Background: an optimization exercise with open tools, aiming at small area, a short achievable clock period and few clock cycles. Do not read the settings as production practice.
At most, simulation tests tie the RTL to the original design; equivalence was not proved.
No activity file was given, so power comes from the tool's default toggle rates.

== old ==
==> flow/design.v <==
`default_nettype none
package lz77_code_pkg;
	localparam int CHAR_W = 8;
	typedef logic [CHAR_W-1:0] char_t;
	localparam char_t END_CHAR = 8'h24;
	localparam int SEARCH_LEN = 9;
	typedef logic [3:0] offset_t;
	localparam int MAX_MATCH = 7;
	typedef logic [2:0] len_t;
	typedef struct packed {
		offset_t offset;
		len_t    match_len;
		char_t   char_nxt;
	} code_t;
endpackage
`default_nettype wire
`default_nettype none
package lz77_window_pkg;
	localparam int LOOK_LEN = 8;
	localparam int STR_LEN = 32;
	typedef logic [5:0] pos_t;
	typedef logic [9*8-1:0] hist_t;
	typedef logic [LOOK_LEN*8-1:0] look_t;
	typedef logic [3:0] avail_t;
	typedef struct packed {
		hist_t  hist;
		look_t  look;
		avail_t avail;
		avail_t remain;
	} window_t;
	typedef logic [3:0] step_t;
endpackage
`default_nettype wire
`timescale 1ns/1ns
`default_nettype none
module lz77_encoder (
	input  logic                 clk,
	input  logic                 reset,
	input  logic                 char_req,
	input  lz77_code_pkg::char_t chardata,
	output logic                 char_ack,
	output logic                 valid,
	output lz77_code_pkg::code_t code,
	output logic                 finish
);
	localparam int SL = lz77_code_pkg::SEARCH_LEN;
	localparam lz77_code_pkg::char_t END_CHAR = lz77_code_pkg::END_CHAR;
	lz77_code_pkg::char_t           cin;       
	logic                           take;      
	logic                           virt;      
	logic                           loaded;    
	logic                           fin_pend;  
	logic [SL-1:0][7:0]             hist;      
	logic [SL-1:0]                  alive;     
	lz77_code_pkg::len_t            len;       
	logic [4:0]                     cnt;       
	lz77_code_pkg::offset_t         off_q;
	lz77_code_pkg::len_t            len_q;
	lz77_code_pkg::char_t           chr_q;
	logic                           fresh;
	logic                           is_end;
	logic                           end_now;
	logic [SL-1:0]                  eq;
	logic [SL-1:0]                  avail;
	logic [SL-1:0]                  alive_new;
	logic                           ends;
	lz77_code_pkg::offset_t         off_d;
	assign fresh = char_req && !char_ack && !loaded;
	assign is_end = (chardata == END_CHAR);
	assign end_now = fresh && is_end;
	always_ff @(posedge clk)
		cin <= chardata;
	always_ff @(posedge clk or posedge reset) begin
		if (reset) begin
			char_ack <= 1'b0;
			take <= 1'b0;
		end else begin
			char_ack <= char_req && (char_ack || !loaded);
			take <= fresh && !is_end;
		end
	end
	always_comb begin
		for (int j = 0; j < SL; j++) begin
			eq[j] = (cin == hist[j]);
			avail[j] = (cnt > 5'(j));
		end
		alive_new = ((len == '0) ? avail : alive) & eq;
		ends = (alive_new == '0) || (len == 3'd7);
		off_d = '0;
		if (len != '0)
			for (int j = 0; j < SL; j++)
				if (alive[j])
					off_d = lz77_code_pkg::offset_t'(j);
	end
	always_ff @(posedge clk) begin
		if (take) begin
			hist <= {hist[SL-2:0], cin};
			alive <= alive_new;
		end
		off_q <= off_d;
		len_q <= len;
		chr_q <= virt ? END_CHAR : (take ? cin : chardata);
	end
	always_ff @(posedge clk or posedge reset) begin
		if (reset) begin
			virt <= 1'b0;
			loaded <= 1'b0;
			fin_pend <= 1'b0;
			valid <= 1'b0;
			finish <= 1'b0;
			len <= '0;
			cnt <= '0;
		end else begin
			virt <= take && (cnt == 5'd31);
			valid <= (take && ends) || virt || end_now;
			fin_pend <= virt || end_now;
			finish <= finish || fin_pend;
			if (end_now || (take && cnt == 5'd31))
				loaded <= 1'b1;
			if (take) begin
				cnt <= cnt + 1'b1;
				len <= ends ? '0 : len + 1'b1;
			end
		end
	end
	assign code = {off_q, len_q, chr_q};
endmodule
`default_nettype wire
export LEC_CHECK = 0
export CAP_MARGIN = 20
export CORE_MARGIN = 2
export CORE_UTILIZATION = 40
export SLEW_MARGIN = 20
create_clock -name core_clock -period 17.0 [get_ports {clk}]
standard.sh (not shown) runs the stock make flow with config.mk's settings and CLKGATE_MAP_FILE= SYNTH_SCRIPT=/design/flow/synth_recipe.tcl, a recipe that flattens the netlist after the stock synthesis.
==> flow/flow/run.sh <==
#!/bin/bash
# Standard ORFS layout, with fast port buffers and timing repair aimed past the
# 17 ns clock so that the achieved period (17 ns less setup slack) is pushed down.
set -euo pipefail
export BUFFER_PORTS_ARGS="-buffer_cell sky130_fd_sc_hd__buf_4"
export SETUP_SLACK_MARGIN=13
bash standard.sh > standard_flow.log 2>&1
The inputs of new differ from those of old as listed below.
--- a/flow/design.v
+++ b/flow/design.v
@@ -56,18 +56,14 @@
 	logic [4:0]                     cnt;       
 	lz77_code_pkg::offset_t         off_q;
 	lz77_code_pkg::len_t            len_q;
-	lz77_code_pkg::char_t           chr_q;
-	logic                           fresh;
+	logic                           proc;
 	logic                           is_end;
-	logic                           end_now;
+	lz77_code_pkg::char_t           x;
 	logic [SL-1:0]                  eq;
 	logic [SL-1:0]                  avail;
 	logic [SL-1:0]                  alive_new;
 	logic                           ends;
 	lz77_code_pkg::offset_t         off_d;
-	assign fresh = char_req && !char_ack && !loaded;
-	assign is_end = (chardata == END_CHAR);
-	assign end_now = fresh && is_end;
 	always_ff @(posedge clk)
 		cin <= chardata;
 	always_ff @(posedge clk or posedge reset) begin
@@ -76,16 +72,19 @@
 			take <= 1'b0;
 		end else begin
 			char_ack <= char_req && (char_ack || !loaded);
-			take <= fresh && !is_end;
+			take <= char_req && !char_ack && !loaded;
 		end
 	end
+	assign proc = take || virt;
+	assign is_end = virt || (cin == END_CHAR);
+	assign x = virt ? END_CHAR : cin;
 	always_comb begin
 		for (int j = 0; j < SL; j++) begin
 			eq[j] = (cin == hist[j]);
 			avail[j] = (cnt > 5'(j));
 		end
 		alive_new = ((len == '0) ? avail : alive) & eq;
-		ends = (alive_new == '0) || (len == 3'd7);
+		ends = is_end || (alive_new == '0) || (len == 3'd7);
 		off_d = '0;
 		if (len != '0)
 			for (int j = 0; j < SL; j++)
@@ -93,13 +92,12 @@
 					off_d = lz77_code_pkg::offset_t'(j);
 	end
 	always_ff @(posedge clk) begin
-		if (take) begin
-			hist <= {hist[SL-2:0], cin};
+		if (proc) begin
+			hist <= {hist[SL-2:0], x};
 			alive <= alive_new;
 		end
 		off_q <= off_d;
 		len_q <= len;
-		chr_q <= virt ? END_CHAR : (take ? cin : chardata);
 	end
 	always_ff @(posedge clk or posedge reset) begin
 		if (reset) begin
@@ -111,18 +109,18 @@
 			len <= '0;
 			cnt <= '0;
 		end else begin
-			virt <= take && (cnt == 5'd31);
-			valid <= (take && ends) || virt || end_now;
-			fin_pend <= virt || end_now;
+			virt <= take && (cnt == 5'd31) && !is_end;
+			valid <= proc && ends;
+			fin_pend <= proc && is_end;
 			finish <= finish || fin_pend;
-			if (end_now || (take && cnt == 5'd31))
-				loaded <= 1'b1;
-			if (take) begin
+			if (proc) begin
+				if (is_end || (take && cnt == 5'd31))
+					loaded <= 1'b1;
 				cnt <= cnt + 1'b1;
 				len <= ends ? '0 : len + 1'b1;
 			end
 		end
 	end
-	assign code = {off_q, len_q, chr_q};
+	assign code = {off_q, len_q, hist[0]};
 endmodule
 `default_nettype wire
Between old and new, the flow reports peak clock frequency supported by timing increasing slightly. new: power is 21% lower than what old reported. Compared with old, placement density in the core of new is lower. Between old and new, the flow reports register area decreasing by a few percent. Summary of new over old: number of clock buffers inserted by TritonCTS moved down, cell area moved down, clock group share of total power moved down, slack of the critical path moved up, effective utilization at floorplan level.
Testbench counts of new, summed over its fixed seeds: cycles 14,502.
The RTL of old was laid out without a check of its function.

[what the ideal ports hide]
Ports are ideal in the flow. The routed layouts listed here were re-timed in OpenROAD.
Step 1 sets driving cells, clkbuf_16 on the clock port and buf_2 on the other inputs (assumed; they add their load-dependent delay and slew).
Step 2 moves the port delays by t, midway between the first and last clock arrival at a register: inputs arrive t later, outputs are due t later. That takes back most of the time a late clock gives input paths.
a / b / c = no drivers / after step 1 / after step 2; a / b = the first two.
| run | t (ns) | slack for setup (ns) | hold slack, ns | worst data-port slew with drivers (ns) |
|---|---|---|---|---|
| old | 0.441 | 12.667 / 12.629 / 12.235 | 0.398 / 0.398 / 0.398 | 0.04 |
| new | 0.374 | 12.693 / 12.655 / 13.030 | 0.402 / 0.402 / 0.402 | 0.03 |
After both steps every run listed still meets setup and hold. The setup slack of old, which loses most, moves by -0.038 ns with the drivers and by -0.432 ns with both steps.
